From an optimization exercise on the open Yosys and OpenROAD flow, aimed at small area, a short achievable clock period and few clock cycles per item; shortcuts taken in it are not production practice. The RTL was checked by simulation tests, not by an equivalence proof against the original design. Power and IR drop assume default switching activity.

==> pepper <==
==> flow/design.v (excerpt) <==
module inverse (
	input logic i,
	input logic arst_n,
	input logic [287:0] in_mat,
	input logic in_valid,
	output logic in_ready,
	output logic [287:0] out_mat,
	output logic out_valid,
	input logic out_ready
);
clock: 16.0 ns
lec_check: 0
cap_margin: 20
core_margin: 2
core_utilization: 40
slew_margin: 20
run.sh (not shown) runs the stock make flow with config.mk's settings and CLKGATE_MAP_FILE= SYNTH_SCRIPT=/design/flow/synth_recipe.tcl, a recipe that flattens the netlist after the stock synthesis.
==> harbor (differences from pepper) <==
--- a/flow/design.v
+++ b/flow/design.v
@@ -17,51 +17,46 @@
 	logic neg_q;
 	logic [21:0] r_q;
 	logic [21:0] d_q;
 	logic [23:0] d3_q;
 	logic [39:0] n_q;
 	logic [31:0] q_q;
-	logic [31:0] qm_q;
 	logic [31:0] mag;
 	logic [5:0] nb;
-	logic [31:0] mag_p;
-	logic neg_p;
-	logic [5:0] nb_p;
+	logic [31:0] pre_q;
 	logic [4:0] db;
 	logic [6:0] need;
 	logic [3:0] c_in;
 	logic [61:0] win;
 	logic [21:0] r_n [0:K];
 	logic [31:0] q_n [0:K];
-	logic [31:0] qm_n [0:K];
 	function automatic logic [5:0] bitlen32(input logic [31:0] v);
 		bitlen32 = '0;
 		for (int b = 0; b < 32; b++)
 			if (v[b]) bitlen32 = 6'(b + 1);
 	endfunction
 	function automatic logic [4:0] bitlen22(input logic [21:0] v);
 		bitlen22 = '0;
 		for (int b = 0; b < 22; b++)
 			if (v[b]) bitlen22 = 5'(b + 1);
 	endfunction
-	assign mag = dividend[31] ? -dividend : dividend;
+	assign mag = pre_q[31] ? -pre_q : pre_q;
 	assign nb = bitlen32(mag);
 	always_comb begin
 		db = bitlen22(d_in);
-		need = 7'(nb_p) + 7'd16 - 7'(db);
+		need = 7'(nb) + 7'd16 - 7'(db);
 		c_in = 4'(need >> 2);
 		if (need[6] || need < 7'd8)
 			c_in = 4'd1;
 		else if (c_in > 4'd10)
 			c_in = 4'd10;
-		win = 62'({30'b0, mag_p} << (52 - 4 * c_in));
+		win = 62'({30'b0, mag} << (52 - 4 * c_in));
 	end
 	always_comb begin
 		r_n[0] = r_q;
 		q_n[0] = q_q;
-		qm_n[0] = qm_q;
 		for (int k = 0; k < K; k++) begin
 			logic [23:0] rs;
 			logic [24:0] e1, e2, e3;
 			logic [1:0] dg;
 			rs = {r_n[k], n_q[39-2*k -: 2]};
 			e1 = {1'b0, rs} - {3'b0, d_q};
@@ -78,13 +73,12 @@
 				r_n[k+1] = e1[21:0];
 			end else begin
 				dg = 2'd0;
 				r_n[k+1] = rs[21:0];
 			end
 			q_n[k+1] = {q_n[k][29:0], dg};
-			qm_n[k+1] = (dg != 2'd0) ? {q_n[k][29:0], dg - 2'd1} : {qm_n[k][29:0], 2'b11};
 		end
 	end
 	always_ff @(posedge i or negedge arst_n) begin
 		if (!arst_n) begin
 			cnt_q <= '0;
 			rdy_q <= 1'b0;
@@ -97,80 +91,70 @@
 				if (cnt_q == 4'd1)
 					rdy_q <= 1'b1;
 			end
 		end
 	end
 	always_ff @(posedge i) begin
-		if (pre_load) begin
-			mag_p <= mag;
-			neg_p <= dividend[31];
-			nb_p <= nb;
-		end
+		if (pre_load)
+			pre_q <= dividend;
 		if (load) begin
 			d_q <= d_in;
 			d3_q <= {2'b0, d_in} + {1'b0, d_in, 1'b0};
 			q_q <= '0;
-			qm_q <= '1;
-			neg_q <= neg_p;
+			neg_q <= pre_q[31];
 			r_q <= win[61:40];
 			n_q <= win[39:0];
 		end else if (cnt_q != '0) begin
 			r_q <= r_n[K];
 			q_q <= q_n[K];
-			qm_q <= qm_n[K];
 			n_q <= n_q << (2*K);
 		end
 	end
-	assign quotient = neg_q ? ~qm_q : q_q;
+	assign quotient = neg_q ? -q_q : q_q;
 	assign idle = cnt_q == '0;
 	assign rdy = rdy_q;
 endmodule
 `default_nettype wire
 `timescale 1ns/1ns
 `default_nettype none
-module sqrt_unit (
+module sqrt_unit #(
+	parameter int K = 3
+) (
 	input logic i,
 	input logic arst_n,
 	input logic load,
 	input logic [31:0] s_in,
 	output logic idle,
 	output logic rdy,
 	output logic [21:0] q_out
 );
-	localparam int K = 3;
+	localparam int G = 2 * K;
+	localparam int NG = 48 / G;
+	localparam int MAXM = 35 / G;
 	logic [3:0] cnt_q;
 	logic norm_q;
 	logic rdy_q;
 	logic [23:0] r_q;
 	logic [21:0] q_q;
 	logic [47:0] x_q;
-	logic [2:0] m_x;
-	logic [5:0] g_x;
-	logic [2:0] q_x;
+	logic [3:0] m_x;
+	logic [G-1:0] g_x;
+	logic [K-1:0] q_x;
 	logic [23:0] r_n [0:K];
 	logic [21:0] q_n [0:K];
-	function automatic logic [2:0] lead_groups(input logic [47:0] v);
-		lead_groups = 3'd0;
-		if (v[47:42] == '0) lead_groups = 3'd1;
-		if (v[47:36] == '0) lead_groups = 3'd2;
-		if (v[47:30] == '0) lead_groups = 3'd3;
-		if (v[47:24] == '0) lead_groups = 3'd4;
-		if (v[47:18] == '0) lead_groups = 3'd5;
-	endfunction
-	function automatic logic [2:0] root6(input logic [5:0] g);
-		root6 = 3'd7;
-		if (g < 6'd49) root6 = 3'd6;
-		if (g < 6'd36) root6 = 3'd5;
-		if (g < 6'd25) root6 = 3'd4;
-		if (g < 6'd16) root6 = 3'd3;
-		if (g < 6'd9) root6 = 3'd2;
-		if (g < 6'd4) root6 = 3'd1;
-	endfunction
-	assign m_x = lead_groups(x_q);
-	assign g_x = x_q[47 - 6 * m_x -: 6];
-	assign q_x = root6(g_x);
+	always_comb begin
+		m_x = '0;
+		for (int j = 1; j <= MAXM; j++)
+			if ((x_q >> (48 - G * j)) == 48'd0)
+				m_x = 4'(j);
+		g_x = x_q[47 - G * m_x -: G];
+		q_x = '0;
+		for (int v = 1; v < (1 << K); v++)
+			if (G'(v * v) <= g_x)
+				q_x = K'(v);
+	end
 	always_comb begin
 		r_n[0] = r_q;
 		q_n[0] = q_q;
 		for (int k = 0; k < K; k++) begin
 			logic [25:0] rs;
 			logic [26:0] df;
@@ -188,13 +172,13 @@
 		end else begin
 			rdy_q <= 1'b0;
 			if (load) begin
 				norm_q <= 1'b1;
 			end else if (norm_q) begin
 				norm_q <= 1'b0;
-				cnt_q <= 4'd7 - 4'(m_x);
+				cnt_q <= 4'(NG - 1) - m_x;
 			end else if (cnt_q != '0) begin
 				cnt_q <= cnt_q - 4'd1;
 				if (cnt_q == 4'd1)
 					rdy_q <= 1'b1;
 			end
 		end
@@ -202,13 +186,13 @@
 	always_ff @(posedge i) begin
 		if (load) begin
 			x_q <= {5'b0, s_in[30:0], 12'b0};
 		end else if (norm_q) begin
 			q_q <= 22'(q_x);
 			r_q <= 24'(g_x) - 24'(q_x) * 24'(q_x);
-			x_q <= x_q << (6 * m_x + 6);
+			x_q <= x_q << (G * m_x + G);
 		end else if (cnt_q != '0) begin
 			r_q <= r_n[K];
 			q_q <= q_n[K];
 			x_q <= x_q << (2*K);
 		end
 	end
@@ -223,62 +207,78 @@
 	input logic [21:0] d_in,
 	output logic idle,
 	output logic rdy,
 	output logic [18:0] q_out
 );
 	localparam int K = 2;
-	logic [3:0] cnt_q;
+	logic [2:0] cnt_q;
 	logic rdy_q;
 	logic [21:0] r_q;
 	logic [21:0] d_q;
+	logic [23:0] d3_q;
 	logic [18:0] q_q;
-	logic [3:0] c_in;
+	logic [2:0] c_in;
 	logic [21:0] r_in;
 	logic [21:0] r_n [0:K];
 	logic [18:0] q_n [0:K];
 	always_comb begin
-		c_in = 4'd10;
-		if (d_in[21:8] != '0) c_in = 4'd9;
-		if (d_in[21:10] != '0) c_in = 4'd8;
-		if (d_in[21:12] != '0) c_in = 4'd7;
-		if (d_in[21:14] != '0) c_in = 4'd6;
-		if (d_in[21:16] != '0) c_in = 4'd5;
-		if (d_in[21:18] != '0) c_in = 4'd4;
-		if (d_in[21:20] != '0) c_in = 4'd3;
-		r_in = 22'd1 << (24 - 2 * c_in);
+		c_in = 3'd5;
+		if (d_in[21:9] != '0) c_in = 3'd4;
+		if (d_in[21:13] != '0) c_in = 3'd3;
+		if (d_in[21:17] != '0) c_in = 3'd2;
+		if (d_in[21]) c_in = 3'd1;
+		r_in = 22'd1 << (24 - 4 * c_in);
 	end
 	always_comb begin
 		r_n[0] = r_q;
 		q_n[0] = q_q;
 		for (int k = 0; k < K; k++) begin
-			logic [23:0] df;
-			df = {1'b0, r_n[k], 1'b0} - {2'b0, d_q};
-			r_n[k+1] = df[23] ? {r_n[k][20:0], 1'b0} : df[21:0];
-			q_n[k+1] = {q_n[k][17:0], !df[23]};
+			logic [23:0] rs;
+			logic [24:0] e1, e2, e3;
+			logic [1:0] dg;
+			rs = {r_n[k], 2'b00};
+			e1 = {1'b0, rs} - {3'b0, d_q};
+			e2 = {1'b0, rs} - {2'b0, d_q, 1'b0};
+			e3 = {1'b0, rs} - {1'b0, d3_q};
+			if (!e3[24]) begin
+				dg = 2'd3;
+				r_n[k+1] = e3[21:0];
+			end else if (!e2[24]) begin
+				dg = 2'd2;
+				r_n[k+1] = e2[21:0];
+			end else if (!e1[24]) begin
+				dg = 2'd1;
+				r_n[k+1] = e1[21:0];
+			end else begin
+				dg = 2'd0;
+				r_n[k+1] = rs[21:0];
+			end
+			q_n[k+1] = {q_n[k][16:0], dg};
 		end
 	end
 	always_ff @(posedge i or negedge arst_n) begin
 		if (!arst_n) begin
 			cnt_q <= '0;
 			rdy_q <= 1'b0;
 		end else begin
 			rdy_q <= 1'b0;
 			if (load) begin
 				cnt_q <= c_in;
 			end else if (cnt_q != '0) begin
-				cnt_q <= cnt_q - 4'd1;
-				if (cnt_q == 4'd1)
+				cnt_q <= cnt_q - 3'd1;
+				if (cnt_q == 3'd1)
 					rdy_q <= 1'b1;
 			end
 		end
 	end
 	always_ff @(posedge i) begin
 		if (load) begin
 			r_q <= r_in;
 			q_q <= '0;
 			d_q <= d_in;
+			d3_q <= {2'b0, d_in} + {1'b0, d_in, 1'b0};
 		end else if (cnt_q != '0) begin
 			r_q <= r_n[K];
 			q_q <= q_n[K];
 		end
 	end
 	assign idle = cnt_q == '0;
@@ -291,14 +291,37 @@
 module mat_mult (
 	input logic signed [32:0] a,
 	input logic signed [31:0] b,
 	input logic signed [43:0] base,
 	output logic [31:0] y
 );
-	logic signed [43:0] acc;
-	assign acc = base + a * b;
+	localparam int R = 16;
+	localparam logic [43:0] CK = 44'h556_0000_0000;
+	logic [43:0] rows [0:R-1];
+	logic [43:0] negs;
+	logic [43:0] acc;
+	always_comb begin
+		negs = '0;
+		for (int j = 0; j < R; j++) begin
+			logic b2, b1, b0, one, two, neg;
+			logic [33:0] mag, v;
+			b2 = b[2*j+1];
+			b1 = b[2*j];
+			b0 = (j == 0) ? 1'b0 : b[2*j-1];
+			one = b1 ^ b0;
+			two = (b2 & !b1 & !b0) | (!b2 & b1 & b0);
+			neg = b2 & !(b1 & b0);
+			mag = one ? {a[32], a} : two ? {a, 1'b0} : 34'd0;
+			v = neg ? ~mag : mag;
+			rows[j] = 44'({!v[33], v[32:0]}) << (2 * j);
+			negs[2*j] = neg;
+		end
+		acc = base + CK + negs;
+		for (int j = 0; j < R; j++)
+			acc = acc + rows[j];
+	end
 	assign y = acc[43:12];
 endmodule
 `default_nettype wire
 `timescale 1ns/1ns
 `default_nettype none
 module inverse (
@@ -310,19 +333,19 @@
 	output logic [287:0] out_mat,
 	output logic out_valid,
 	input logic out_ready
 );
 	localparam logic [4:0] P_M5 = 5'd0;    
 	localparam logic [4:0] P_M7 = 5'd1;    
-	localparam logic [4:0] P_M6 = 5'd2;    
-	localparam logic [4:0] P_M9 = 5'd3;    
-	localparam logic [4:0] P_M8 = 5'd4;    
-	localparam logic [4:0] P_M12 = 5'd5;   
-	localparam logic [4:0] P_M15 = 5'd6;   
+	localparam logic [4:0] P_M12 = 5'd2;   
+	localparam logic [4:0] P_M6 = 5'd3;    
+	localparam logic [4:0] P_M18 = 5'd4;   
+	localparam logic [4:0] P_M15 = 5'd5;   
+	localparam logic [4:0] P_M9 = 5'd6;    
 	localparam logic [4:0] P_M13 = 5'd7;   
-	localparam logic [4:0] P_M18 = 5'd8;   
+	localparam logic [4:0] P_M8 = 5'd8;    
 	localparam logic [4:0] P_M10 = 5'd9;   
 	localparam logic [4:0] P_M11 = 5'd10;  
 	localparam logic [4:0] P_M21 = 5'd11;  
 	localparam logic [4:0] P_M19 = 5'd12;  
 	localparam logic [4:0] P_M20 = 5'd13;  
 	localparam logic [4:0] P_M14 = 5'd14;  
@@ -335,13 +358,13 @@
 	localparam logic [4:0] P_NONE = 5'd31;
 	logic [31:0] a00, a10, a20, a11, a21, a22;
 	logic [21:0] l00_q, l11_q, l22_q;
 	logic [31:0] l10_q, l20_q, l21_q;
 	logic [18:0] x00_q, x11_q, x22_q;
 	logic [31:0] x10_q, x20_q, x21_q;
-	logic [31:0] ta_q, tb_q, tc_reg, s21_q, s22_q;
+	logic [31:0] ta_q, tb_q, s22_q;
 	logic [31:0] p00_q, p01_q, p02_q, p11_q, p12_q, p22_q;
 	logic s0_load, s0_idle, s0_rdy;
 	logic [21:0] s0_q;
 	logic started_q;
 	logic sq_load, sq_idle, sq_rdy;
 	logic [21:0] sq_q;
@@ -362,14 +385,14 @@
 	logic [1:0] pre_tag_q;
 	logic [1:0] pre_seq_q;    
 	logic need_a10_q;
 	logic pre_a10, pre_a20, pre_ta;
 	logic tk_l00_dv_q, tk_l00_rc_q, tk_l11_dv_q, tk_l11_rc_q, tk_l22_q;
 	logic tk_l10_q, tk_l10b_q, tk_l20_q, tk_l20b_q, tk_l21_q, tk_l21b_q;
-	logic tk_x00_q, tk_x11_q, tk_x22_q, tk_s21_q, tk_s22_q;
-	logic tk_l00_dv, tk_l00_rc, tk_l11_dv, tk_l11_rc, tk_l22;
+	logic tk_x00_q, tk_x11_q, tk_x22_q, tk_s22_q;
+	logic tk_l00_dv, tk_l11_dv, tk_l11_rc, tk_l22;
 	logic tk_l10, tk_l20, tk_l21, tk_x22;
 	logic l10busy_q, l20busy_q, l21busy_q, xpend_q, xpend22_q;
 	logic sq_done1, sq_done2;
 	logic dv_done0, dv_done1, dv_done2;
 	logic rc_done0, rc_done1, rc_done2;
 	logic [4:0] mpc_q;
@@ -400,69 +423,68 @@
 	assign dv_done1 = dv_rdy && dv_tag_q == 2'd1;
 	assign dv_done2 = dv_rdy && dv_tag_q == 2'd2;
 	assign rc_done0 = rc_rdy && rc_tag_q == 2'd0;
 	assign rc_done1 = rc_rdy && rc_tag_q == 2'd1;
 	assign rc_done2 = rc_rdy && rc_tag_q == 2'd2;
 	assign tk_l00_dv = tk_l00_dv_q || s0_rdy;
-	assign tk_l00_rc = tk_l00_rc_q || s0_rdy;
 	assign tk_l11_dv = tk_l11_dv_q || sq_done1;
 	assign tk_l11_rc = tk_l11_rc_q || sq_done1;
 	assign tk_l22 = tk_l22_q || sq_done2;
 	assign tk_l10 = tk_l10_q || dv_done0;
 	assign tk_l20 = tk_l20_q || dv_done1;
 	assign tk_l21 = tk_l21_q || dv_done2;
 	assign tk_x22 = tk_x22_q || rc_done2;
-	assign s0_load = in_valid && !started_q && s0_idle && !tk_l00_dv && !tk_l00_rc;
-	sqrt_unit u_sqrt0 (
+	assign s0_load = in_valid && !started_q && s0_idle && !tk_l00_dv;
+	sqrt_unit #(.K(2)) u_sqrt0 (
 		.i(i), .arst_n(arst_n), .load(s0_load),
 		.s_in(a00), .idle(s0_idle), .rdy(s0_rdy), .q_out(s0_q)
 	);
 	assign sq_load = op_q == P_M1 || op_q == P_M4;
-	sqrt_unit u_sqrt (
+	sqrt_unit #(.K(3)) u_sqrt (
 		.i(i), .arst_n(arst_n), .load(sq_load),
 		.s_in(mac_y), .idle(sq_idle), .rdy(sq_rdy), .q_out(sq_q)
 	);
 	always_comb begin
 		dv_load = 1'b0;
 		dv_d = s0_q;
 		if (dv_idle && pre_full_q) begin
 			case (pre_tag_q)
-				2'd0: dv_load = tk_l00_dv && !l10busy_q;
+				2'd0: dv_load = tk_l00_dv && !l10busy_q && !tk_l00_rc_q;
 				2'd1: begin
 					dv_load = !l20busy_q;
 					dv_d = l00_q;
 				end
 				default: begin
 					dv_load = tk_l11_dv && !l21busy_q;
 					dv_d = sq_done1 ? sq_q : l11_q;
 				end
 			endcase
 		end
 		pre_a10 = need_a10_q && pre_seq_q == 2'd0 && !pre_full_q;
 		pre_a20 = dv_load && pre_tag_q == 2'd0;
-		pre_ta = tk_s21_q && pre_seq_q == 2'd2 && (!pre_full_q || dv_load);
+		pre_ta = op_q == P_M2;
 		dv_pre = pre_a10 || pre_a20 || pre_ta;
 		dv_n = a10;
 		if (pre_a20)
 			dv_n = a20;
 		else if (pre_ta)
-			dv_n = s21_q;
+			dv_n = mac_y;
 	end
 	array_div u_div (
 		.i(i), .arst_n(arst_n), .pre_load(dv_pre), .dividend(dv_n), .load(dv_load),
 		.d_in(dv_d), .idle(dv_idle), .rdy(dv_rdy), .quotient(dv_q)
 	);
 	always_comb begin
 		rc_sel = rc_pc_q;
 		case (rc_pc_q)
-			2'd0: rc_load = rc_idle && tk_l00_rc && !xpend_q;
+			2'd0: rc_load = rc_idle && tk_l00_rc_q && !xpend_q;
 			2'd1: rc_load = rc_idle && tk_l11_rc;
 			default: rc_load = rc_idle && tk_l22 && !xpend22_q;
 		endcase
 		case (rc_sel)
-			2'd0: rc_d = s0_q;
+			2'd0: rc_d = l00_q;
 			2'd1: rc_d = sq_done1 ? sq_q : l11_q;
 			default: rc_d = sq_done2 ? sq_q : l22_q;
 		endcase
 	end
 	rec_unit u_rec (
 		.i(i), .arst_n(arst_n), .load(rc_load), .d_in(rc_d), .idle(rc_idle),
@@ -478,13 +500,13 @@
 			P_M10: ready = tk_x22;
 			default: ready = 1'b1;
 		endcase
 	end
 	assign pri1 = tk_l10 && !sq_pc_q && sq_idle && !tk_l11_rc;
 	assign pri4 = !pri1 && tk_l21 && tk_s22_q && sq_pc_q && sq_idle && !tk_l22;
-	assign pri2 = !pri1 && !pri4 && tk_l20 && !tk_s21_q;
+	assign pri2 = !pri1 && !pri4 && tk_l20;
 	assign pri3 = !pri1 && !pri4 && !pri2 && tk_l20b_q && !tk_s22_q && op_q != P_M3;
 	assign issue = !pri1 && !pri4 && !pri2 && !pri3 && ready;
 	assign op_nx = pri1 ? P_M1 : pri4 ? P_M4 : pri2 ? P_M2 : pri3 ? P_M3 : issue ? mpc_q : P_NONE;
 	always_comb begin
 		pa = '0;
 		pb = '0;
@@ -494,13 +516,13 @@
 			P_M1: begin pa = dv_done0 ? dv_q : l10_q; pb = pa; pbase = a11; psub = 1'b1; end
 			P_M2: begin pa = dv_done1 ? dv_q : l20_q; pb = l10_q; pbase = a21; psub = 1'b1; end
 			P_M4: begin pa = dv_done2 ? dv_q : l21_q; pb = pa; pbase = s22_q; psub = 1'b1; end
 			P_M3: begin pa = l20_q; pb = l20_q; pbase = a22; psub = 1'b1; end
 			P_M5: begin pa = 32'(x00_q); pb = l10_q; psub = 1'b1; end
 			P_M7: begin pa = 32'(x00_q); pb = l20_q; psub = 1'b1; end
-			P_M6: begin pa = 32'(x11_q); pb = tc_reg; end
+			P_M6: begin pa = 32'(x11_q); pb = tb_q; end
 			P_M9: begin pa = 32'(x11_q); pb = l21_q; psub = 1'b1; end
 			P_M8: begin pa = x10_q; pb = l21_q; pbase = ta_q; psub = 1'b1; end
 			P_M12: begin pa = 32'(x00_q); pb = 32'(x00_q); end
 			P_M15: begin pa = 32'(x11_q); pb = x10_q; end
 			P_M13: begin pa = x10_q; pb = x10_q; pbase = p00_q; end
 			P_M18: begin pa = 32'(x11_q); pb = 32'(x11_q); end
@@ -548,13 +570,12 @@
 			tk_l20b_q <= 1'b0;
 			tk_l21_q <= 1'b0;
 			tk_l21b_q <= 1'b0;
 			tk_x00_q <= 1'b0;
 			tk_x11_q <= 1'b0;
 			tk_x22_q <= 1'b0;
-			tk_s21_q <= 1'b0;
 			tk_s22_q <= 1'b0;
 			rd_q <= '0;
 			tk_l20c_q <= 1'b0;
 			l10busy_q <= 1'b0;
 			l20busy_q <= 1'b0;
 			l21busy_q <= 1'b0;
@@ -588,13 +609,13 @@
 				dv_tag_q <= pre_tag_q;
 			if (rc_load) begin
 				rc_tag_q <= rc_sel;
 				rc_pc_q <= rc_pc_q == 2'd2 ? 2'd0 : rc_pc_q + 2'd1;
 			end
 			tk_l00_dv_q <= tk_l00_dv && !(dv_load && pre_tag_q == 2'd0);
-			tk_l00_rc_q <= tk_l00_rc && !(rc_load && rc_sel == 2'd0);
+			tk_l00_rc_q <= (tk_l00_rc_q || (dv_load && pre_tag_q == 2'd0)) && !(rc_load && rc_sel == 2'd0);
 			tk_l11_dv_q <= tk_l11_dv && !(dv_load && pre_tag_q == 2'd2);
 			tk_l11_rc_q <= tk_l11_rc && !(rc_load && rc_sel == 2'd1);
 			tk_l22_q <= tk_l22 && !(rc_load && rc_sel == 2'd2);
 			tk_l10_q <= tk_l10 && !pri1;
 			tk_l10b_q <= (tk_l10b_q || dv_done0) && !(issue && mpc_q == P_M5);
 			tk_l20_q <= tk_l20 && !pri2;
@@ -602,13 +623,12 @@
 			tk_l20c_q <= (tk_l20c_q || dv_done1) && !(issue && mpc_q == P_M7);
 			tk_l21_q <= tk_l21 && !pri4;
 			tk_l21b_q <= (tk_l21b_q || dv_done2) && !(issue && mpc_q == P_M9);
 			tk_x00_q <= (tk_x00_q || rc_done0) && !(issue && mpc_q == P_M5);
 			tk_x11_q <= (tk_x11_q || rc_done1) && !(issue && mpc_q == P_M6);
 			tk_x22_q <= tk_x22 && !(issue && mpc_q == P_M10);
-			tk_s21_q <= (tk_s21_q || op_q == P_M2) && !pre_ta;
 			tk_s22_q <= (tk_s22_q || op_q == P_M3) && !pri4;
 			if (dv_load && pre_tag_q == 2'd0)
 				l10busy_q <= 1'b1;
 			else if (issue && mpc_q == P_M5)
 				l10busy_q <= 1'b0;
 			if (dv_load && pre_tag_q == 2'd1)
@@ -618,13 +638,13 @@
 			if (dv_load && pre_tag_q == 2'd2)
 				l21busy_q <= 1'b1;
 			else if (issue && mpc_q == P_M8)
 				l21busy_q <= 1'b0;
 			if (rc_load && rc_sel == 2'd0)
 				xpend_q <= 1'b1;
-			else if (issue && mpc_q == P_M18)
+			else if (issue && mpc_q == P_M9)
 				xpend_q <= 1'b0;
 			if (rc_load && rc_sel == 2'd2)
 				xpend22_q <= 1'b1;
 			else if (issue && mpc_q == P_M17)
 				xpend22_q <= 1'b0;
 			op_q <= op_nx;
@@ -646,17 +666,15 @@
 		if (dv_done1) l20_q <= dv_q;
 		if (dv_done2) l21_q <= dv_q;
 		if (rc_done0) x00_q <= rc_q;
 		if (rc_done1) x11_q <= rc_q;
 		if (rc_done2) x22_q <= rc_q;
 		case (op_q)
-			P_M2: s21_q <= mac_y;
 			P_M3: s22_q <= mac_y;
 			P_M7, P_M8: ta_q <= mac_y;
-			P_M9: tb_q <= mac_y;
-			P_M5: tc_reg <= mac_y;
+			P_M5, P_M9: tb_q <= mac_y;
 			P_M6: x10_q <= mac_y;
 			P_M10: x21_q <= mac_y;
 			P_M11: x20_q <= mac_y;
 			P_M12, P_M13, P_M14: p00_q <= mac_y;
 			P_M15, P_M16: p01_q <= mac_y;
 			P_M17: p02_q <= mac_y;
==> results.txt <==
Run status: harbor finished clean; pepper finished clean
Critical path arrival: harbor 11.34 ns; pepper 11.52 ns
Share of synthesized area spent on multiplexers: harbor 4.882%; pepper 5.190%
Routed wirelength normalized by instance count: harbor 28.01 µm; pepper 26.19 µm
Cell count after synthesis: harbor 11.00k; pepper 11.39k
Met2 track demand over resource: harbor 46.09%; pepper 44.62%
Clk network pwr share: harbor 50.3%; pepper 48.7%
Via count of the first global-routing pass: harbor 87.90k; pepper 89.80k
Post-route minimum period: harbor 10.81 ns; pepper 10.89 ns
Overall power consumption: harbor 6.818 mW; pepper 7.096 mW
Non-clock buffers: harbor 723; pepper 713
First-pass GRT wire length: harbor 589300 µm; pepper 588300 µm
Y dimension of the die: harbor 506.9 µm; pepper 522.1 µm
Post-synthesis sequential element count: harbor 1218; pepper 1300
WP buf/inv: harbor 6; pepper 4
Testbench counts of pepper, summed over its fixed seeds: cycles 3,367, matrices 128.
Testbench counts of harbor, summed over its fixed seeds: cycles 2,990, matrices 128.

## port drivers added, routing unchanged
In the flow no input, the clock included, has a driving cell. The finished layouts below were timed again as built, in two steps.
Step 1 (the two cells are an assumption about what drives the block):
set clk [get_ports {i}]
set_driving_cell -lib_cell sky130_fd_sc_hd__clkbuf_16 $clk
set_driving_cell -lib_cell sky130_fd_sc_hd__buf_2 [delete_from_list [all_inputs] $clk]
Step 2 also shifts input and output timing later by t, the mid clock arrival at the registers, as if the neighbouring blocks saw the same clock.
a / b / c = no drivers / after step 1 / after step 2; a / b = the first two.
run	shift t [ns]	setup WS [ns]	worst setup path at the end	worst data-port slew with drivers (ns)
pepper	0.897	5.115 / 5.115 / 5.115	register to register	0.19
harbor	0.894	5.188 / 5.188 / 5.188	register to register	0.14
After both steps setup and hold are still met in every run listed.
